Source: an optimization exercise on an open RTL-to-GDS flow (aim: small area). Production flows keep margins and buffers that such runs may drop. Only simulation tests tie the RTL to the original design; equivalence was not proved. No activity file was given, so power comes from the tool's default toggle rates.

<file path="design.v">
package cnn_geom_pkg;
    localparam int CI     = 3;
    localparam int PIX_BW = 16;
    localparam int IMG_W  = 8;
    localparam int IMG_H  = 8;
    localparam int POOL_W = IMG_W / 2;
    localparam int COL_BW = 3;
    localparam int ROW_BW = 3;
endpackage
package cnn_ctrl_pkg;
    typedef enum logic {
        POOL_MAX = 1'b0,
        POOL_AVG = 1'b1
    } pool_op_e;
    typedef enum logic [1:0] {
        S_IDLE = 2'd0,
        S_RUN  = 2'd1,
        S_HOLD = 2'd2
    } pool_state_e;
endpackage
import cnn_geom_pkg::*;
module relu_stage (
    input  logic [PIX_BW-1:0] i_pixel,
    output logic [PIX_BW-2:0] o_mag,
    output logic              o_neg
);
    assign o_mag = i_pixel[PIX_BW-2:0];
    assign o_neg = i_pixel[PIX_BW-1];
endmodule
import cnn_geom_pkg::*;
module line_buffer (
    input  logic              clk,
    input  logic              i_shift,
    input  logic              i_rot,
    input  logic              i_rot_n,
    input  logic              i_odd_col,
    input  logic              i_odd_row,
    input  cnn_ctrl_pkg::pool_op_e i_op,
    input  logic [PIX_BW-2:0] i_mag,
    input  logic              i_neg,
    output logic [PIX_BW-2:0] o_result
);
    logic [PIX_BW:0]   tail;
    logic [PIX_BW-1:0] ring [POOL_W-1];
    logic [PIX_BW-1:0] folded;
    logic [PIX_BW:0]   head;
    logic [PIX_BW:0]   acc_in;    
    logic [PIX_BW:0]   acc_out;
    logic              avg;
    assign avg = (i_op == cnn_ctrl_pkg::POOL_AVG);
    assign folded = {tail[PIX_BW-1:1], avg ? tail[0] : tail[PIX_BW]};
    assign head   = {~avg & ring[0][0], ring[0][PIX_BW-1:1], avg & ring[0][0]};
    logic sel_tail;
    logic sel_head;
    assign sel_tail = i_odd_col | ~i_shift;
    assign sel_head = ~sel_tail & i_odd_row;
    acc_nsel u_acc_nsel (
        .i_a    (tail),
        .i_a_en (sel_tail),
        .i_b    (head),
        .i_b_en (sel_head),
        .o_ny   (acc_in)
    );
    pool_unit u_pool_unit (
        .i_op   (i_op),
        .i_hold (~i_shift),
        .i_nacc (acc_in),
        .i_mag  (i_mag),
        .i_neg  (i_neg),
        .o_acc  (acc_out)
    );
    logic [PIX_BW-1:0] ring_next [POOL_W-1];
    for (genvar i = 0; i < POOL_W-1; i++) begin : g_ring
        logic [PIX_BW-1:0] load;
        if (i == POOL_W-2) begin : g_last
            assign load = folded;
        end else begin : g_mid
            assign load = ring[i+1];
        end
        ring_sel u_ring_sel (
            .i_load    (load),
            .i_load_en (i_rot),
            .i_keep    (ring[i]),
            .i_keep_en (i_rot_n),
            .o_next    (ring_next[i])
        );
    end
    always_ff @(posedge clk) begin
        tail <= acc_out;
        for (int i = 0; i < POOL_W-1; i++) begin
            ring[i] <= ring_next[i];
        end
    end
    assign o_result = tail[PIX_BW:2];
endmodule
module ring_sel (
    input  logic [PIX_BW-1:0] i_load,
    input  logic              i_load_en,
    input  logic [PIX_BW-1:0] i_keep,
    input  logic              i_keep_en,
    output logic [PIX_BW-1:0] o_next
);
    assign o_next = (i_load & {PIX_BW{i_load_en}}) | (i_keep & {PIX_BW{i_keep_en}});
endmodule
module acc_nsel (
    input  logic [PIX_BW:0] i_a,
    input  logic            i_a_en,
    input  logic [PIX_BW:0] i_b,
    input  logic            i_b_en,
    output logic [PIX_BW:0] o_ny
);
    assign o_ny = ~((i_a & {(PIX_BW+1){i_a_en}}) | (i_b & {(PIX_BW+1){i_b_en}}));
endmodule
import cnn_geom_pkg::*;
import cnn_ctrl_pkg::*;
module pool_unit (
    input  cnn_ctrl_pkg::pool_op_e  i_op,
    input  logic                    i_hold,
    input  logic [PIX_BW:0]         i_nacc,
    input  logic [PIX_BW-2:0]       i_mag,
    input  logic                    i_neg,
    output logic [PIX_BW:0]         o_acc
);
    logic [PIX_BW:0]   nacc;
    logic [PIX_BW-2:0] naddend;
    logic [PIX_BW:0]   nsum;
    logic [PIX_BW+1:0] ncarry;
    logic              larger;
    logic              keep;
    assign nacc    = i_nacc;
    assign naddend = (i_op == POOL_AVG && !i_neg && !i_hold) ? ~i_mag : '1;
    assign ncarry[0] = 1'b1;
    for (genvar i = 0; i <= PIX_BW; i++) begin : g_add
        if (i < PIX_BW-1) begin : g_fa
            assign nsum[i]     = nacc[i] ^ naddend[i] ^ ncarry[i];
            assign ncarry[i+1] = (nacc[i] & naddend[i]) | (nacc[i] & ncarry[i])
                               | (naddend[i] & ncarry[i]);
        end else begin : g_ha
            assign nsum[i]     = ~(nacc[i] ^ ncarry[i]);
            assign ncarry[i+1] = nacc[i] | ncarry[i];
        end
    end
    word_gt u_word_gt (
        .i_ntop (nacc[PIX_BW:2]),
        .i_word (i_mag),
        .o_gt   (larger)
    );
    assign keep = i_neg | ~larger;
    assign o_acc = (i_op == POOL_AVG || keep || i_hold) ? ~nsum : {i_mag, i_mag[1:0]};
endmodule
module word_gt (
    input  logic [PIX_BW-2:0] i_ntop,
    input  logic [PIX_BW-2:0] i_word,
    output logic              o_gt
);
    logic [PIX_BW-1:0] borrow;
    assign borrow[0] = 1'b0;
    for (genvar i = 0; i < PIX_BW-1; i++) begin : g_cmp
        assign borrow[i+1] = (i_ntop[i] & i_word[i]) | (i_ntop[i] & borrow[i])
                           | (i_word[i] & borrow[i]);
    end
    assign o_gt = borrow[PIX_BW-1];
endmodule
import cnn_geom_pkg::*;
import cnn_ctrl_pkg::*;
module pool_ctrl (
    input  logic                 clk,
    input  logic                 reset_n,
    input  logic                 i_valid,
    output logic                 o_ready,
    input  cnn_ctrl_pkg::pool_op_e i_pool_op,
    output cnn_ctrl_pkg::pool_op_e o_op,
    output logic                 o_shift,
    output logic                 o_rot,
    output logic                 o_rot_n,
    output logic                 o_odd_col,
    output logic                 o_odd_row,
    output logic                 o_valid,
    output logic                 o_last,
    input  logic                 i_ready
);
    cnn_ctrl_pkg::pool_op_e op_q;
    logic [COL_BW-1:0] col;
    logic [ROW_BW-1:0] row;
    logic              accept;
    logic              frame_start;
    logic              win_done;
    assign o_ready = ~(o_valid & ~i_ready);
    assign accept  = i_valid & o_ready;
    assign frame_start = (row == '0) & (col == '0);
    assign win_done    = accept & row[0] & col[0];
    assign o_last = o_valid & frame_start;
    assign o_op      = cnn_ctrl_pkg::pool_op_e'(frame_start ? i_pool_op : op_q);
    assign o_shift   = accept;
    assign o_rot     = accept & ~col[0];
    assign o_rot_n   = ~o_rot;
    assign o_odd_col = col[0];
    assign o_odd_row = row[0];
    always_ff @(posedge clk or negedge reset_n) begin
        if (!reset_n) begin
            op_q    <= POOL_MAX;
            col     <= '0;
            row     <= '0;
            o_valid <= 1'b0;
        end else begin
            if (accept && frame_start) op_q <= i_pool_op;
            {row, col} <= {row, col} + (COL_BW+ROW_BW)'(accept);
            if (win_done) begin
                o_valid <= 1'b1;
            end else if (i_ready) begin
                o_valid <= 1'b0;
            end
        end
    end
endmodule
import cnn_geom_pkg::*;
import cnn_ctrl_pkg::*;
module cnn_pool_top (
    input  logic                 clk,
    input  logic                 reset_n,
    input  logic                 i_valid,
    output logic                 o_ready,
    input  logic [CI*PIX_BW-1:0] i_pixel,
    input  cnn_ctrl_pkg::pool_op_e             i_pool_op,
    output logic                 o_valid,
    output logic [CI*PIX_BW-1:0] o_pool,
    output logic                 o_last,
    input  logic                 i_ready
);
    logic                     shift;
    logic                     rot;
    logic                     rot_n;
    logic                     odd_col;
    logic                     odd_row;
    cnn_ctrl_pkg::pool_op_e   op;
    for (genvar c = 0; c < CI; c++) begin : g_ch
        logic [PIX_BW-2:0] result;
        logic [PIX_BW-2:0] mag;
        logic              neg;
        relu_stage u_relu (
            .i_pixel (i_pixel[c*PIX_BW +: PIX_BW]),
            .o_mag   (mag),
            .o_neg   (neg)
        );
        line_buffer u_line_buffer (
            .clk       (clk),
            .i_shift   (shift),
            .i_rot     (rot),
            .i_rot_n   (rot_n),
            .i_odd_col (odd_col),
            .i_odd_row (odd_row),
            .i_op      (op),
            .i_mag     (mag),
            .i_neg     (neg),
            .o_result  (result)
        );
        assign o_pool[c*PIX_BW +: PIX_BW] = {1'b0, result};
    end
    pool_ctrl u_pool_ctrl (
        .clk       (clk),
        .reset_n   (reset_n),
        .i_valid   (i_valid),
        .o_ready   (o_ready),
        .i_pool_op (i_pool_op),
        .o_op      (op),
        .o_shift   (shift),
        .o_rot     (rot),
        .o_rot_n   (rot_n),
        .o_odd_col (odd_col),
        .o_odd_row (odd_row),
        .o_valid   (o_valid),
        .o_last    (o_last),
        .i_ready   (i_ready)
    );
endmodule
</file>
<file path="flow/run.sh">
#!/bin/bash
# The standard layout (the standard.sh, unchanged ORFS steps) with
# settings that only reduce cell area:
#  - Yosys's synth skips its quick ABC pass (-noabc), so the adders reach
#    extract_fa as written and map to full adders without inverters between
#    them; the final ABC run maps the logic for area alone
#    (flow/abc_area.script: no buffering or upsizing in ABC; OpenROAD
#    repairs slew, load and timing later);
#  - the port buffers are the smallest buffer, buf_1, not clkdlybuf4s50_1;
#  - CTS uses small clock buffers and no dummy loads.
# Each tool's output goes to a log file of its own in this folder.
set -euo pipefail
W=$PWD

rm -rf "$W/scripts_area"
cp -r "$FLOW_HOME/scripts" "$W/scripts_area"
cp "$W/flow/abc_area.script" "$W/scripts_area/abc_area.script"
# ABC keeps a22o_2 over the smaller a22o_1 of the same function; synthesis
# leaves it out (OpenROAD may still use it later)
sed -i '1i set ::env(DONT_USE_CELLS) "$::env(DONT_USE_CELLS) sky130_fd_sc_hd__a22o_2"' "$W/scripts_area/synth_preamble.tcl"
sed -i 's/^if { !\$::env(SYNTH_HIERARCHICAL) } {$/if { 1 } {/' "$W/scripts_area/synth.tcl"
grep -q '^if { 1 } {$' "$W/scripts_area/synth.tcl"
export SCRIPTS_DIR="$W/scripts_area"

export SYNTH_ARGS="-noabc"
export SYNTH_KEEP_MODULES="ring_sel acc_nsel word_gt"
export BUFFER_PORTS_ARGS="-buffer_cell sky130_fd_sc_hd__buf_1"
export CTS_ARGS="-sink_clustering_enable -repair_clock_nets -sink_clustering_size 20 -sink_clustering_max_diameter 60 -buf_list {sky130_fd_sc_hd__clkbuf_2 sky130_fd_sc_hd__clkbuf_4 sky130_fd_sc_hd__clkbuf_8} -dont_use_dummy_load"

bash standard.sh synth > "$W/synth.log" 2>&1
bash standard.sh > "$W/layout.log" 2>&1
</file>
<file path="flow/abc_area.script">
strash
dc2
dch -f
map -a
topo
</file>
<file path="standard.sh">
#!/bin/bash
# synth_recipe.tcl (not shown) runs the flow's synth.tcl, then flattens the netlist and writes it again
# the make line also repeats each setting of config.mk as NAME=value (left out here)
make -C /OpenROAD-flow-scripts/flow DESIGN_CONFIG=/design/flow/config.mk WORK_HOME=/design/flow/orfs CLKGATE_MAP_FILE= SYNTH_SCRIPT=/design/flow/synth_recipe.tcl "${@:-finish}"
</file>
<file path="config.mk">
export PLATFORM = sky130hd
export DESIGN_NAME = cnn_pool_top
export DESIGN_NICKNAME = cnn_pool_top
export VERILOG_FILES = /design/flow/design.v
export SDC_FILE = /design/flow/constraint.sdc
export NUM_CORES = 4
export LEC_CHECK = 0
export ABC_AREA = 1
export CAP_MARGIN = 0
export CORE_MARGIN = 2
export CORE_UTILIZATION = 80
export SLEW_MARGIN = 0
export SYNTH_HIERARCHICAL = 1
</file>
<file path="constraint.sdc">
create_clock -name core_clock -period 10.0 [get_ports {clk}]
set_input_delay 2.0000 -clock core_clock [delete_from_list [all_inputs] [get_ports {clk}]]
set_output_delay 2.0000 -clock core_clock [all_outputs]
set_load 0.01 [all_outputs]
</file>
==> run summary, run 1 <==
* CP Buf/Inv Count at 5
* Vias at 6,607
* Fin Clk Skew at 34.2 ps
* Number of fill cells at 518
* Number of synthesized flops with an enable pin at 0
* Slew HR at 30.4%
* Min-Delay Endpoint: g_ch[2].u_line_buffer.ring[1][8]
* Via density at 6.60
* Initial core utilization at 82.3%
* Switch Pwr at 0.00114 W
* Routed len/inst at 18.8 microns
* Switching share of power at 38.2%
* TritonCTS sink count at 203
* Final min period at 9410 ps
* R2r endpoint: g_ch[1].u_line_buffer.tail[16]
* R2R Setup Slk at 1320 ps
* Hold Startpoint: g_ch[2].u_line_buffer.ring[2][8]
* H-tree depth at 1
* Slew @ Worst Pin at 1040 ps
* Top-count cell post-synth: dfxtp_1
* TNS Setup at 0 ps
* CP max-delay cell: fa_1
* Cell Rows at 37
* Final setup viols at 0
* Top Family by Delay on Critical Path: adder cells
* WS Path Type: input pin to flip-flop
* Final Cycle Share at 94.1%
* CTS Buf Count at 14
* Power share of the sequential group at 48.0%
* Power density cells at 332 mW/mm^2
* Clock Power Share at 12.2%
* Min-Delay Path Class: flip-flop to flip-flop
* PostCTS Resize Cnt at 0
* Pins Over Slew Limit at 0
* Yosys reg bits at 203
* Input/output buffers at 100
* Post-Syn Area at 0.00845 sq mm
* Yosys top cell area share at 46.2%
* Largest net degree at the start of global routing at 97
* Yosys cell types at 24
* R2R Path Start: u_pool_ctrl.col[2]
* CTS max path bufs at 3
* Post-synth top flop: dfxtp_1
* Setup bufs post-CTS at 0
* CORE AREA at 0.0103 sq mm
* Overall Global Routing Usage at 33.6%
* Synth area leaders: dfxtp_1 (46%), a22o_1 (15%), fa_1 (9.9%)
* Initial antenna violation count at 0
* Register area share after synthesis at 48.5%
* Final core occ at 87.6%
* Cells after Synth at 786
* CTS tree: done
* Max-Cap Viols at 0
* Status: finished clean
* Critical path arrival at 9740 ps
* Combinational power share at 39.9%
* Ys Warns at 5
* Static leakage at 3.41 nW
* Clock Tree Root: clkbuf_8
* Post-Route WL at 18,900 microns
* RSZ-0062 raised after global routing: no
* Post-synth ARST share at 3.94%
* Worst Reg-to-Reg Cells at 27
* Layout cells sized above 1 at 5.32%
* Nets@finish at 972
* Crit-path max FO at 27
* Post-CTS Hold Buffers at 0
* Worst-path clk slew at 120 ps
* Pint at 0.00185 W
* Die Area at 0.0114 sq mm
* Clock Latency Late Sink at 490 ps
* Worst Path Required at 10,330 ps
* Max Fclk at 106 MHz
* Final Wtd Congestion at 0.952
* Area Growth Syn to Fin at 6.50%
* Worst setup EP type: flip-flop
* Routed Antenna Nets at 0
* WHS Path Cells at 1
* Commonest cells in the netlist: dfxtp_1 (195), a22o_1 (144), nand2_1 (79)
* Slowest cell delay on critical path at 460 ps
* Drt pass-1 iters at 6
* Final hold violations at 0
* Die width at 107 microns
* Initial DRC count at 704
* Vias in the first global route at 6,630
* Ant diodes at 0
* Syn_area_per_cell at 10.8 sq um
* First-pass GRT wire length at 31,500 microns
* Total global routing overflow at 0
* Hpwl dp at 12,900 microns
* Largest area contributor in the netlist: dfxtp_1
* Worst IR drop on VDD at 0.000243 V
* Critical path startpoint category: input pin
* # DRC at 0
* CP most frequent cell: fa_1
* Die H at 107 microns
* Boundary Pins at 104
routing by layer:
metal | routed length [microns] | GRT usage (%) | up-vias
li1 | - | - | 3028
met1 | 7830 | 44.6 | 3243
met2 | 9420 | 57.6 | 285
met3 | 1230 | 5.65 | 51
met4 | 374 | 8.81 | 0
met5 | 0 | 0 | -
modules after synthesis, one instance, submodules excluded:
module        cell area, sq um  cells inside  times used  flip-flops and latches
acc_nsel                   128            17           3                       0
cnn_pool_top              6390           528           1                     203
ring_sel                   140            16           9                       0
word_gt                    139            21           3                       0
registers in the layout, summed over array words and instances (netlist names):
name / flops
g_ch.u_line_buffer.tail: 51
u_pool_ctrl.col: 3
u_pool_ctrl.op_q: 1
u_pool_ctrl.o_valid: 1
u_pool_ctrl.row: 3
g_ch.u_line_buffer.ring: 144
cells in the final DEF (no fill, tap or decap), types with 11 or more instances in the layout:
cell	Yosys	layout
buf_1	0	100
o21ai_0	16	15
dfxtp_1	195	195
a221oi_1	12	12
a22oi_1	60	60
nor2_1	59	58
a22o_1	144	144
clkinv_1	30	27
a21oi_1	37	37
fa_1	42	36
buf_4	48	11
clkbuf_8	0	14
nand2_1	79	78
o22ai_1	18	18
worst register-to-register path, stage by stage (launching register included):
cell      delay [ps]
dfrtp_1          440
nor4_1           340
nand3_1          210
o21ai_1          260
clkinv_1         340
nor2_1           220
a22oi_1          120
clkinv_1          60
ha_1             140
clkinv_1          80
fa_1             420
fa_1             440
fa_1             430
fa_1             430
fa_1             430
fa_1             420
fa_1             420
fa_1             420
fa_1             440
fa_1             430
fa_1             430
fa_2             380
fa_2             370
fa_1             400
clkinv_1          60
ha_1             150
xor2_1           160
a21oi_1           90
cell type report:
type                            count  area [sq um]  area share (%)
Tap cell                          136           170            1.89
Inverter                           30           129            1.43
Clock buffer                       14           193            2.14
Sequential cell                   203          4100            45.6
Multi-Input combinational cell    507          3950            43.9
Timing Repair Buffer              111           458            5.09
power by group through the flow:
| stage | clock network [W] | logic (W) | registers, W |
|---|---|---|---|
| floorplan | 0 | 0.000978 | 0.00136 |
| global placement | 0 | 0.00109 | 0.00141 |
| detailed placement | 0 | 0.00117 | 0.00144 |
| CTS | 0.000369 | 0.00118 | 0.00143 |
| global route | 0.000398 | 0.00132 | 0.00147 |
| finish | 0.000364 | 0.00119 | 0.00144 |
worst max-delay path by stage:
stage	end	depth (start not counted)	from	slack (ps)
2_1_floorplan	g_ch[1].u_line_buffer.tail[16]	28	i_ready	10
3_3_place_gp	g_ch[0].u_line_buffer.tail[16]	27	i_ready	290
3_5_place_dp	g_ch[0].u_line_buffer.tail[16]	27	i_ready	90
4_1_cts	g_ch[0].u_line_buffer.tail[16]	27	i_ready	580
5_1_grt	g_ch[0].u_line_buffer.tail[16]	27	i_ready	250
6_report	g_ch[0].u_line_buffer.tail[16]	27	i_ready	590
per-stage QoR:
step | instances | hold WS, ps | power [W] | setup WS (ps) | area [sq um]
after floorplan | 788 | 440 | 0.00234 | 11.0 | 8530
after global placement | 987 | 447 | 0.00251 | 289 | 8810
after detailed placement | 987 | 454 | 0.00261 | 87.7 | 8810
after CTS | 1001 | 460 | 0.00298 | 577 | 9000
after global routing | 1001 | 490 | 0.00319 | 254 | 9000
final | 1001 | 467 | 0.00299 | 592 | 9000
cell families (layout without fill, tap and decap cells):
logic type / Yosys count / after routing / synth area share (%)
flip-flops: 203 / 203 / 48.5
XOR/XNOR: 7 / 7 / 0.725
AND/OR/NAND/NOR: 152 / 152 / 7.04
AO/OA/AOI/OAI: 293 / 293 / 26.6
other: 1 / 3 / 0.0444
buffers and inverters: 78 / 155 / 5.59
adder cells (fa/ha/maj): 52 / 52 / 11.4
==> run 2, diff against run 1 <==
--- a/flow/run.sh
+++ b/flow/run.sh
@@ -25,7 +25,7 @@
 export SYNTH_ARGS="-noabc"
 export SYNTH_KEEP_MODULES="ring_sel acc_nsel word_gt"
 export BUFFER_PORTS_ARGS="-buffer_cell sky130_fd_sc_hd__buf_1"
-export CTS_ARGS="-sink_clustering_enable -repair_clock_nets -sink_clustering_size 20 -sink_clustering_max_diameter 60 -buf_list {sky130_fd_sc_hd__clkbuf_2 sky130_fd_sc_hd__clkbuf_4 sky130_fd_sc_hd__clkbuf_8} -dont_use_dummy_load"
+export CTS_ARGS="-sink_clustering_enable -repair_clock_nets -sink_clustering_size 10 -sink_clustering_max_diameter 40 -buf_list {sky130_fd_sc_hd__clkbuf_4} -dont_use_dummy_load"
 
 bash standard.sh synth > "$W/synth.log" 2>&1
 bash standard.sh > "$W/layout.log" 2>&1
==> run 2 against run 1 <==
Still clean. Synthesized cell count stayed put. Sequential power about the same. Count of clock-buffer cells in the layout up 12. Register-to-register slack about the same. Via count grew 1.2%. Hold slack lost 15 ps. Critical path depth did not move. Design area hardly changed. Die area is the same. Final cell count increased by 1.2%. Largest cell class unchanged.
==> run summary, run 2 <==
* Critical path arrival at 9730 ps (about the same)
* Placed cell count at 987 (unchanged)
* Nets@finish at 984 (+1.2%)
* Final Wtd Congestion at 0.952 (unchanged)
* Top reg by flops: g_ch.u_line_buffer.ring
* Post-Layout Cell Count at 1,013 (+1.2%)
* Area Growth Syn to Fin at 6.53% (about the same)
* Die H at 107 microns (unchanged)
* Final min period at 9300 ps (-108 ps)
* Static leakage at 3.43 nW (+0.56%)
* Slew @ Worst Pin at 980 ps (-61.1 ps)
* Hold Startpoint: g_ch[2].u_line_buffer.ring[1][11]
* Yosys top cell area share at 46.2% (unchanged)
* Max reg flops at 144 (unchanged)
* CORE AREA at 0.0103 sq mm (unchanged)
* R2r endpoint: g_ch[0].u_line_buffer.tail[16]
* Most frequent cells in the layout: dfxtp_1 (195), a22o_1 (144), buf_1 (100), nand2_1 (78), a22oi_1 (60)
* Final hold violations at 0 (unchanged)
* CP max-delay cell: fa_1
* RSZ-0062 raised after global routing: no
* Synth area leaders: dfxtp_1 (46%), a22o_1 (15%), fa_1 (9.9%)
* Ant diodes at 0 (unchanged)
* Setup ws final at 701 ps (+108 ps)
* R2R Path Start: u_pool_ctrl.row[0]
* Number of fill cells at 510 (-1.5%)
* Final instance area at 0.00901 sq mm (about the same)
* WS Path Type: input pin to flip-flop
* Overall Global Routing Usage at 33.3% (-0.29 points)
* Min-Delay Endpoint: g_ch[2].u_line_buffer.ring[0][11]
* Max Fclk at 108 MHz (+1.2%)
* Vias at 6,686 (+1.2%)
* Largest area contributor in the netlist: dfxtp_1
* Layout cells sized above 1 at 6.61% (+1.3 points)
* Register area share after synthesis at 48.5% (unchanged)
* CP Buf/Inv Count at 5 (unchanged)
* Post-synth top flop: dfxtp_1
* Critical path startpoint category: input pin
* Initial core utilization at 82.3% (unchanged)
* Largest net degree at the start of global routing at 97 (unchanged)
* Worst IR drop on VDD at 0.000232 V (-4.5%)
* First-pass GRT wire length at 31,500 microns (-0.30%)
* Drt pass-1 iters at 5 (-1)
* Top-count cell post-synth: dfxtp_1
* Final Power at 0.00298 W (-0.26%)
* Ys Warns at 5 (unchanged)
* Post-Syn Area at 0.00845 sq mm (unchanged)
* Pre-CTS setup slack at 87.7 ps (unchanged)
* Boundary Pins at 104 (unchanged)
* Clock Latency Late Sink at 600 ps (+110 ps)
* Final Cycle Share at 93.0% (-1.1 points)
* Worst-path clk slew at 90 ps (-30 ps)
* DP Area at 0.00881 sq mm (unchanged)
* Worst Path Required at 10,430 ps (+100 ps)
* Slowest cell delay on critical path at 460 ps (about the same)
* Clock Tree Root: clkbuf_4
* Cell Rows at 37 (unchanged)
* CP most frequent cell: fa_1
* Worst setup EP type: flip-flop
* # DRC at 0 (unchanged)
* R2R Setup Slk at 1330 ps (about the same)
* Die width at 107 microns (unchanged)
* CTS tree: done
* CTS max path bufs at 3 (unchanged)
* TNS Setup at 0 ps (unchanged)
* Pins Over Slew Limit at 0 (unchanged)
* Input/output buffers at 100 (unchanged)
* Initial antenna violation count at 0 (unchanged)
* Worst Reg-to-Reg Cells at 27 (unchanged)
* Via density at 6.60 (about the same)
* Number of synthesized flops with an enable pin at 0 (unchanged)
* Crit-path max FO at 27 (unchanged)
* Vias in the first global route at 6,696 (+1.0%)
* Biggest registers after layout: g_ch.u_line_buffer.ring x144, g_ch.u_line_buffer.tail x51
* Hpwl dp at 12,900 microns (unchanged)
* Syn_area_per_cell at 10.8 sq um (unchanged)
* Most common cell after layout, fill and taps aside: dfxtp_1
* Die Area at 0.0114 sq mm (unchanged)
* Fin Clk Skew at 40.6 ps (+6.44 ps)
* Routed Antenna Nets at 0 (unchanged)
* Min-Delay Path Class: flip-flop to flip-flop
* Final setup viols at 0 (unchanged)
* H-tree depth at 1 (unchanged)
* Cells after Synth at 786 (unchanged)
* CTS Buf Count at 26 (+12)
* Yosys cell types at 24 (unchanged)
* Status: finished clean
* Post-synth ARST share at 3.94% (unchanged)
* Max-Cap Viols at 0 (unchanged)
* Slew HR at 34.5% (+4.1 points)
* TritonCTS sink count at 203 (unchanged)
* WHS Path Cells at 1 (unchanged)
* Top Family by Delay on Critical Path: adder cells
* Setup bufs post-CTS at 0 (unchanged)
* Power density cells at 331 mW/mm^2 (-0.29%)
* Commonest cells in the netlist: dfxtp_1 (195), a22o_1 (144), nand2_1 (79)
* Initial DRC count at 660 (-6.3%)
* PostCTS Resize Cnt at 0 (unchanged)
* Post-Route WL at 18,700 microns (-0.74%)
* Routed len/inst at 18.5 microns (-1.9%)
* Post-CTS Hold Buffers at 0 (unchanged)
* Yosys reg bits at 203 (unchanged)
* Total global routing overflow at 0 (unchanged)
[run 2: cell counts after synthesis]
Identical to the previous run, type by type.
[run 2: worst max path at each step]
stage                     startpoint                        endpoint  slack (ps)  depth (start not counted)
after floorplan              i_ready  g_ch[1].u_line_buffer.tail[16]          10                         28
after detailed placement     i_ready  g_ch[0].u_line_buffer.tail[16]          90                         27
after global placement       i_ready  g_ch[0].u_line_buffer.tail[16]         290                         27
final                        i_ready  g_ch[0].u_line_buffer.tail[16]         700                         27
after global routing         i_valid  g_ch[0].u_line_buffer.tail[16]         340                         26
after CTS                    i_ready  g_ch[0].u_line_buffer.tail[16]         710                         27
[run 2: routing by layer]
metal | wire length (microns) | global-route usage, %
met1 | 7640 | 43.5
met2 | 9350 | 56.9
met3 | 1380 | 6.50
met4 | 346 | 9.46
met5 | 0 | 0
[run 2: where the power goes]
part	switching [W]	internal [W]
clock network	0.000244	0.000119
registers	0.000245	0.00119
logic	0.000654	0.000533
[run 2: Yosys stat by module (local to each module, per instance)]
module / flops+latches / cells
ring_sel: 0 / 16
cnn_pool_top: 203 / 528
acc_nsel: 0 / 17
word_gt: 0 / 21
[run 2: area by class of cell]
class | count | area, sq um | area share (%)
multi-input cells | 507 | 3950 | 43.9
well taps | 136 | 170 | 1.89
clock buffers | 26 | 195 | 2.17
flip-flops and latches | 203 | 4100 | 45.6
repair buffers | 111 | 458 | 5.08
inverters | 30 | 129 | 1.43
[run 2: stage by stage]
step	hold slack [ps]	util (%)
floorplan	440	-
global placement	447	85.7
detailed placement	454	85.7
CTS	450	87.6
global route	454	87.6
finish	452	87.6
[run 2: logic make-up after synthesis]
logic type,Yosys count,synth area share (%)
other,1,0.0444
flip-flops,203,48.5
buffers and inverters,78,5.59
XOR/XNOR,7,0.725
AO/OA/AOI/OAI,293,26.6
AND/OR/NAND/NOR,152,7.04
adder cells (fa/ha/maj),52,11.4
==> run 3, diff against run 2 <==
--- a/flow/run.sh
+++ b/flow/run.sh
@@ -25,7 +25,7 @@
 export SYNTH_ARGS="-noabc"
 export SYNTH_KEEP_MODULES="ring_sel acc_nsel word_gt"
 export BUFFER_PORTS_ARGS="-buffer_cell sky130_fd_sc_hd__buf_1"
-export CTS_ARGS="-sink_clustering_enable -repair_clock_nets -sink_clustering_size 10 -sink_clustering_max_diameter 40 -buf_list {sky130_fd_sc_hd__clkbuf_4} -dont_use_dummy_load"
+export CTS_ARGS="-sink_clustering_enable -repair_clock_nets -sink_clustering_size 12 -sink_clustering_max_diameter 30 -buf_list {sky130_fd_sc_hd__clkbuf_4} -dont_use_dummy_load"
 
 bash standard.sh synth > "$W/synth.log" 2>&1
 bash standard.sh > "$W/layout.log" 2>&1
==> run 3 against run 2 <==
Utilization increased by 0.73 points. Largest cell class unchanged. Flip-flop and latch count unchanged. Clock power increased by 19%. Die area unchanged. Still clean. Non-clock buffer count unchanged. Global-route usage increased by 1.0 points. Sequential share of layout area decreased by 0.38 points. Hold slack got worse by 27 ps. Critical path depth unchanged. Maximum frequency increased by 0.32%. First-iteration DRC count decreased by 1.7%.
==> run summary, run 3 <==
* Status: finished clean
* Overall Global Routing Usage at 34.3% (+1.0 points)
* Slew HR at 34.6% (+0.14 points)
* Clock Tree Root: clkbuf_4
* Worst Reg-to-Reg Cells at 27 (unchanged)
* Initial DRC count at 649 (-1.7%)
* Boundary Pins at 104 (unchanged)
* Final min period at 9270 ps (-29.9 ps)
* Final setup viols at 0 (unchanged)
* Worst setup EP type: flip-flop
* CORE AREA at 0.0103 sq mm (unchanged)
* Crit-path max FO at 27 (unchanged)
* Input/output buffers at 100 (unchanged)
* Layout cells sized above 1 at 7.67% (+1.1 points)
* Hpwl dp at 12,900 microns (unchanged)
* Initial antenna violation count at 0 (unchanged)
* CTS Buf Count at 36 (+38%)
* Yosys reg bits at 203 (unchanged)
* Pre-CTS setup slack at 87.7 ps (unchanged)
* WS Path Type: input pin to flip-flop
* Slowest cell delay on critical path at 440 ps (-20 ps)
* Cell Rows at 37 (unchanged)
* Syn_area_per_cell at 10.8 sq um (unchanged)
* Via density at 6.57 (-0.39%)
* Most common cell after layout, fill and taps aside: dfxtp_1
* Top reg by flops: g_ch.u_line_buffer.ring
* Vias in the first global route at 6,769 (+1.1%)
* # DRC at 0 (unchanged)
* Critical path startpoint category: input pin
* Nets@finish at 994 (+1.0%)
* Post-Syn Area at 0.00845 sq mm (unchanged)
* CP most frequent cell: fa_1
* Cells after Synth at 786 (unchanged)
* Final Power at 0.00306 W (+2.5%)
* WHS Path Cells at 1 (unchanged)
* Worst Path Required at 10,410 ps (-20 ps)
* CTS tree: done
* Setup ws final at 731 ps (+29.9 ps)
* H-tree depth at 2 (+1)
* CP max-delay cell: fa_1
* Vias at 6,726 (+0.60%)
* Max reg flops at 144 (unchanged)
* Fin Clk Skew at 68.1 ps (+27.5 ps)
* TNS Setup at 0 ps (unchanged)
* Post-CTS Hold Buffers at 0 (unchanged)
* Worst-path clk slew at 100 ps (about the same)
* RSZ-0062 raised after global routing: no
* DP Area at 0.00881 sq mm (unchanged)
* Commonest cells in the netlist: dfxtp_1 (195), a22o_1 (144), nand2_1 (79)
* Initial core utilization at 82.3% (unchanged)
* Die width at 107 microns (unchanged)
* Ant diodes at 0 (unchanged)
* Post-synth ARST share at 3.94% (unchanged)
* Worst IR drop on VDD at 0.000226 V (-2.5%)
* Setup bufs post-CTS at 0 (unchanged)
* Synth area leaders: dfxtp_1 (46%), a22o_1 (15%), fa_1 (9.9%)
* Final instance area at 0.00908 sq mm (+0.83%)
* CP Buf/Inv Count at 5 (unchanged)
* CTS max path bufs at 3 (unchanged)
* Crit. path cell count at 27 (unchanged)
* Total global routing overflow at 0 (unchanged)
* Largest net degree at the start of global routing at 97 (unchanged)
* Number of synthesized flops with an enable pin at 0 (unchanged)
* Final Wtd Congestion at 0.952 (unchanged)
* Max Fclk at 108 MHz (+0.32%)
* Routed len/inst at 18.7 microns (+1.2%)
* Clock Latency Late Sink at 610 ps (about the same)
* Final hold violations at 0 (unchanged)
* Critical path arrival at 9680 ps (-50 ps)
* Biggest registers after layout: g_ch.u_line_buffer.ring x144, g_ch.u_line_buffer.tail x51
* Yosys top cell area share at 46.2% (unchanged)
* PostCTS Resize Cnt at 0 (unchanged)
* Area Growth Syn to Fin at 7.41%
* Yosys cell types at 24 (unchanged)
* Max-Cap Viols at 0 (unchanged)
* Largest area contributor in the netlist: dfxtp_1
* TritonCTS sink count at 203 (unchanged)
* First-pass GRT wire length at 32,100 microns (+1.9%)
* Top-count cell post-synth: dfxtp_1
* Static leakage at 3.48 nW (+1.3%)
* Top Family by Delay on Critical Path: adder cells
* Final Cycle Share at 92.7% (-0.30 points)
* Min-Delay Path Class: flip-flop to flip-flop
* Post-synth top flop: dfxtp_1
* Routed Antenna Nets at 0 (unchanged)
* Pins Over Slew Limit at 0 (unchanged)
* Slew @ Worst Pin at 978 ps (-2.03 ps)
* Most frequent cells in the layout: dfxtp_1 (195), a22o_1 (144), buf_1 (100), nand2_1 (78), a22oi_1 (60)
* Ys Warns at 5 (unchanged)
* Die H at 107 microns (unchanged)
* Post-Route WL at 19,100 microns (+2.2%)
* Register area share after synthesis at 48.5% (unchanged)
* Power density cells at 337 mW/mm^2 (+1.7%)
* Die Area at 0.0114 sq mm (unchanged)
* Drt pass-1 iters at 7 (+2)
## run 3: cell count changes in the layout (fill, tap and decap cells not counted)
cell,before,now
clkbuf_4,26,36
## run 3: final timing paths
check | slack [ps] | startpoint | to
min in group asynchronous | 1340 | reset_n | u_pool_ctrl.op_q
max reg2reg | 1240 | u_pool_ctrl.row[0] | g_ch[1].u_line_buffer.tail[16]
min | 430 | g_ch[1].u_line_buffer.ring[2][9] | g_ch[1].u_line_buffer.ring[1][9]
max in group asynchronous | 8340 | reset_n | u_pool_ctrl.row[2]
min reg2reg | 430 | g_ch[1].u_line_buffer.ring[2][9] | g_ch[1].u_line_buffer.ring[1][9]
max | 730 | i_ready | g_ch[1].u_line_buffer.tail[16]
## run 3: routing by layer
layer  wire length [microns]  up-vias  track usage, %
li1                        -     3081               -
met1                    7860     3292            44.5
met2                    9420      303            56.9
met3                    1440       50            7.90
met4                     418        0            12.2
met5                       0        -               0
## run 3: metrics by stage
step	cells	hold WS, ps	utilization [%]
2_1_floorplan	788	440	-
3_3_place_gp	987	447	85.7
3_5_place_dp	987	454	85.7
4_1_cts	1023	424	88.4
5_1_grt	1023	441	88.4
6_report	1023	426	88.4
## run 3: logic make-up (layout without fill, tap and decap cells)
group / count (synthesis) / count (layout) / synth area share (%)
AOI/OAI and AO/OA: 293 / 293 / 26.6
xor gates and xnor gates: 7 / 7 / 0.725
adders and majority gates: 52 / 52 / 11.4
buffers and inverters: 78 / 177 / 5.59
DFF: 203 / 203 / 48.5
other: 1 / 3 / 0.0444
and+or+nand+nor: 152 / 152 / 7.04
## run 3: layout make-up
type	count	area, sq um
timing repair buffer	111	458
tap	136	170
sequential	203	4100
fill	506	1200
multi-input combinational	507	3950
clock buffer	36	270
inverter	30	129
## run 3: Yosys stat by module (local to each module, per instance)
module | cells | flip-flops and latches | times used
word_gt | 21 | 0 | 3
acc_nsel | 17 | 0 | 3
ring_sel | 16 | 0 | 9
cnn_pool_top | 528 | 203 | 1
## run 3: report_power, final
part	total, W	leakage, nW	switching (W)	internal [W]
logic	0.00119	1.59	0.000657	0.000534
registers	0.00144	1.72	0.000248	0.00119
clock network	0.000432	0.166	0.000267	0.000166
total	0.00306	3.48	0.00117	0.00189
==> run 4, diff against run 3 <==
--- a/flow/run.sh
+++ b/flow/run.sh
@@ -25,7 +25,7 @@
 export SYNTH_ARGS="-noabc"
 export SYNTH_KEEP_MODULES="ring_sel acc_nsel word_gt"
 export BUFFER_PORTS_ARGS="-buffer_cell sky130_fd_sc_hd__buf_1"
-export CTS_ARGS="-sink_clustering_enable -repair_clock_nets -sink_clustering_size 12 -sink_clustering_max_diameter 30 -buf_list {sky130_fd_sc_hd__clkbuf_4} -dont_use_dummy_load"
+export CTS_ARGS="-sink_clustering_enable -repair_clock_nets -sink_clustering_size 20 -sink_clustering_max_diameter 60 -buf_list {sky130_fd_sc_hd__clkbuf_4 sky130_fd_sc_hd__clkbuf_8} -root_buf sky130_fd_sc_hd__clkbuf_8 -sink_clustering_buffer sky130_fd_sc_hd__clkbuf_8 -dont_use_dummy_load"
 
 bash standard.sh synth > "$W/synth.log" 2>&1
 bash standard.sh > "$W/layout.log" 2>&1
==> run 4 against run 3 <==
Still clean. Design area fell by 0.85%. Hold slack improved by 42 ps. Count of clock-buffer cells in the layout fell by 22. Global-route usage fell by 0.73 points. Critical endpoint is now g_ch[0].u_line_buffer.tail[16]. Highest routed layer unchanged.
==> run summary, run 4 <==
* Drt pass-1 iters at 6 (-1)
* Clock Tree Root: clkbuf_8
* Worst Path Required at 10,330 ps (-80 ps)
* CP max-delay cell: fa_1
* Final min period at 9410 ps (+138 ps)
* Die H at 107 microns (unchanged)
* Largest net degree at the start of global routing at 97 (unchanged)
* RSZ-0062 raised after global routing: no
* Worst-path clk slew at 120 ps (+20 ps)
* Final hold violations at 0 (unchanged)
* Worst Reg-to-Reg Cells at 27 (unchanged)
* Final instance area at 0.00900 sq mm (-0.85%)
* Largest area contributor in the netlist: dfxtp_1
* PostCTS Resize Cnt at 0 (unchanged)
* Hold Startpoint: g_ch[2].u_line_buffer.ring[2][8]
* Critical path startpoint category: input pin
* Pins Over Slew Limit at 0 (unchanged)
* CTS Buf Count at 14 (-61%)
* WHS Path Cells at 1 (unchanged)
* # DRC at 0 (unchanged)
* Post-Layout Cell Count at 1,001 (-2.2%)
* Slew HR at 30.4% (-4.2 points)
* DP Area at 0.00881 sq mm (unchanged)
* CORE AREA at 0.0103 sq mm (unchanged)
* Initial core utilization at 82.3% (unchanged)
* TNS Setup at 0 ps (unchanged)
* R2r endpoint: g_ch[1].u_line_buffer.tail[16]
* Cells after Synth at 786 (unchanged)
* Max-Cap Viols at 0 (unchanged)
* Post-synth ARST share at 3.94% (unchanged)
* Crit-path max FO at 27 (unchanged)
* Status: finished clean
* Overall Global Routing Usage at 33.6% (-0.73 points)
* CTS max path bufs at 3 (unchanged)
* Min-Delay Endpoint: g_ch[2].u_line_buffer.ring[1][8]
* Clock Power Share at 12.2% (-1.9 points)
* Ys Warns at 5 (unchanged)
* Slowest cell delay on critical path at 460 ps (+20 ps)
* Initial DRC count at 704 (+8.5%)
* Biggest registers after layout: g_ch.u_line_buffer.ring x144, g_ch.u_line_buffer.tail x51
* Worst IR drop on VDD at 0.000243 V (+7.4%)
* Placed cell count at 987 (unchanged)
* Post-CTS Hold Buffers at 0 (unchanged)
* Final setup viols at 0 (unchanged)
* Final Cycle Share at 94.1% (+1.4 points)
* Switch Pwr at 0.00114 W (-2.4%)
* Post-Syn Area at 0.00845 sq mm (unchanged)
* Final Wtd Congestion at 0.952 (unchanged)
* Register area share after synthesis at 48.5% (unchanged)
* TritonCTS sink count at 203 (unchanged)
* WS Path Type: input pin to flip-flop
* Syn_area_per_cell at 10.8 sq um (unchanged)
* Die width at 107 microns (unchanged)
* Vias in the first global route at 6,630 (-2.1%)
* Post-synth top flop: dfxtp_1
* Routed len/inst at 18.8 microns (+0.69%)
* Most frequent cells in the layout: dfxtp_1 (195), a22o_1 (144), buf_1 (100), nand2_1 (78), a22oi_1 (60)
* Hpwl dp at 12,900 microns (unchanged)
* CP most frequent cell: fa_1
* Yosys top cell area share at 46.2% (unchanged)
* Input/output buffers at 100 (unchanged)
* Worst setup EP type: flip-flop
* Power share of the sequential group at 48.0% (+1.0 points)
* Boundary Pins at 104 (unchanged)
* First-pass GRT wire length at 31,500 microns (-1.6%)
* Die Area at 0.0114 sq mm (unchanged)
* Yosys reg bits at 203 (unchanged)
* Layout cells sized above 1 at 5.32% (-2.3 points)
* Pint at 0.00185 W (-2.1%)
* Total global routing overflow at 0 (unchanged)
* Fin Clk Skew at 34.2 ps (-33.9 ps)
* Slew @ Worst Pin at 1040 ps (+63.2 ps)
* Via density at 6.60 (+0.39%)
* Min-Delay Path Class: flip-flop to flip-flop
* Top-count cell post-synth: dfxtp_1
* Commonest cells in the netlist: dfxtp_1 (195), a22o_1 (144), nand2_1 (79)
* CTS tree: done
* Ant diodes at 0 (unchanged)
* Vias at 6,607 (-1.8%)
* Routed Antenna Nets at 0 (unchanged)
* Max reg flops at 144 (unchanged)
* Nets@finish at 972 (-2.2%)
* R2R Path Start: u_pool_ctrl.col[2]
* Combinational power share at 39.9% (+1.0 points)
* H-tree depth at 1 (-1)
* Synth area leaders: dfxtp_1 (46%), a22o_1 (15%), fa_1 (9.9%)
* Critical path arrival at 9740 ps (+60 ps)
* Cell Rows at 37 (unchanged)
* Yosys cell types at 24 (unchanged)
* Top reg by flops: g_ch.u_line_buffer.ring
* R2R Setup Slk at 1320 ps (+80 ps)
* Max Fclk at 106 MHz (-1.5%)
* Clock Latency Late Sink at 490 ps (-120 ps)
* Setup bufs post-CTS at 0 (unchanged)
* Initial antenna violation count at 0 (unchanged)
* Power density cells at 332 mW/mm^2 (-1.4%)
* Area Growth Syn to Fin at 6.50%
* Static leakage at 3.41 nW (-1.9%)
* Post-Route WL at 18,900 microns (-1.5%)
* Number of synthesized flops with an enable pin at 0 (unchanged)
* Switching share of power at 38.2% (-0.078 points)
* Worst hold slack at 467 ps (+41.6 ps)
* Most common cell after layout, fill and taps aside: dfxtp_1
## run 4: cell types whose count changed in the layout (fill, tap and decap cells not counted)
cell	previous run	this run
clkbuf_4	36	0
clkbuf_8	0	14
## run 4: area by class of cell
cell class | count | area [sq um]
multi-input combinational | 507 | 3950
timing repair buffer | 111 | 458
fill | 518 | 1270
clock buffer | 14 | 193
sequential | 203 | 4100
tap | 136 | 170
inverter | 30 | 129
## run 4: cells by family after synthesis
logic type / Yosys count / synth area share, %
AOI/OAI and AO/OA: 293 / 26.6
DFF: 203 / 48.5
and+or+nand+nor: 152 / 7.04
buffers and inverters: 78 / 5.59
adders and majority gates: 52 / 11.4
xor gates and xnor gates: 7 / 0.725
other: 1 / 0.0444
## run 4: how the worst max path moves through the flow
stage | slack [ps] | start | depth (start not counted) | endpoint
after floorplan | 10 | i_ready | 28 | g_ch[1].u_line_buffer.tail[16]
after global placement | 290 | i_ready | 27 | g_ch[0].u_line_buffer.tail[16]
after detailed placement | 90 | i_ready | 27 | g_ch[0].u_line_buffer.tail[16]
after CTS | 580 | i_ready | 27 | g_ch[0].u_line_buffer.tail[16]
after global routing | 250 | i_ready | 27 | g_ch[0].u_line_buffer.tail[16]
final | 590 | i_ready | 27 | g_ch[0].u_line_buffer.tail[16]
## run 4: critical path: cells and delay by family
kind                       cells  cell delay [ps]
AOI/OAI and AO/OA              2              240
adders and majority gates     16             6190
buffers and inverters          5              670
xor gates and xnor gates       1              170
and+or+nand+nor                3              450
## run 4: per-stage QoR
stage / setup slack, ps / util (%) / total power, W
final: 592 / 87.6 / 0.00299
after global routing: 254 / 87.6 / 0.00319
after CTS: 577 / 87.6 / 0.00298
after detailed placement: 87.7 / 85.7 / 0.00261
after global placement: 289 / 85.7 / 0.00251
after floorplan: 11.0 / - / 0.00234
## run 4: power groups by stage
| stage | logic [W] | registers [W] | clock network (W) |
|---|---|---|---|
| 6_report | 0.00119 | 0.00144 | 0.000364 |
| 5_1_grt | 0.00132 | 0.00147 | 0.000398 |
| 4_1_cts | 0.00118 | 0.00143 | 0.000369 |
| 3_5_place_dp | 0.00117 | 0.00144 | 0 |
| 3_3_place_gp | 0.00109 | 0.00141 | 0 |
| 2_1_floorplan | 0.000978 | 0.00136 | 0 |
## run 4: modules after synthesis, one instance, submodules excluded
module	times used	cells	flip-flops and latches
cnn_pool_top	1	528	203
word_gt	3	21	0
acc_nsel	3	17	0
ring_sel	9	16	0
## run 4: routing by layer
metal	global-route usage, %	vias up	part of all wire (%)
li1	-	3028	-
met1	44.6	3243	42
met2	57.6	285	50
met3	5.65	51	6.5
met4	8.81	0	2.0
met5	0	-	0

[port drivers added, routing unchanged]
No port has a modelled driver above. Below, the same layouts with a new extraction and two added sets of constraints. Step 1 (the two cells are an assumption about what drives the block):
set clk [get_ports {clk}]
set_driving_cell -lib_cell sky130_fd_sc_hd__clkbuf_16 $clk
set_driving_cell -lib_cell sky130_fd_sc_hd__buf_2 [delete_from_list [all_inputs] $clk]
Step 2, shift: input delay + t, output delay - t, t = (earliest + latest rising clock arrival at the registers) / 2. This alone moves slack from input paths to output paths. a / b / c = no drivers / after step 1 / after step 2; a / b = the first two.
| run | t, ns | setup WS [ns] | worst setup path at the end | slew at the worst register clock pin (ns) |
|---|---|---|---|---|
| run 1 | 0.509 | 0.592 / 0.609 / 0.100 | input to register | 0.12 / 0.12 |
| run 2 | 0.619 | 0.701 / 0.712 / 0.093 | input to register | 0.11 / 0.11 |
| run 3 | 0.610 | 0.731 / 0.742 / 0.132 | input to register | 0.12 / 0.12 |
| run 4 | 0.509 | 0.592 / 0.609 / 0.100 | input to register | 0.12 / 0.12 |
After both steps every run listed still meets setup and hold. The setup slack of run 2, which loses most, moves by +0.011 ns with the drivers and by -0.608 ns with both steps.
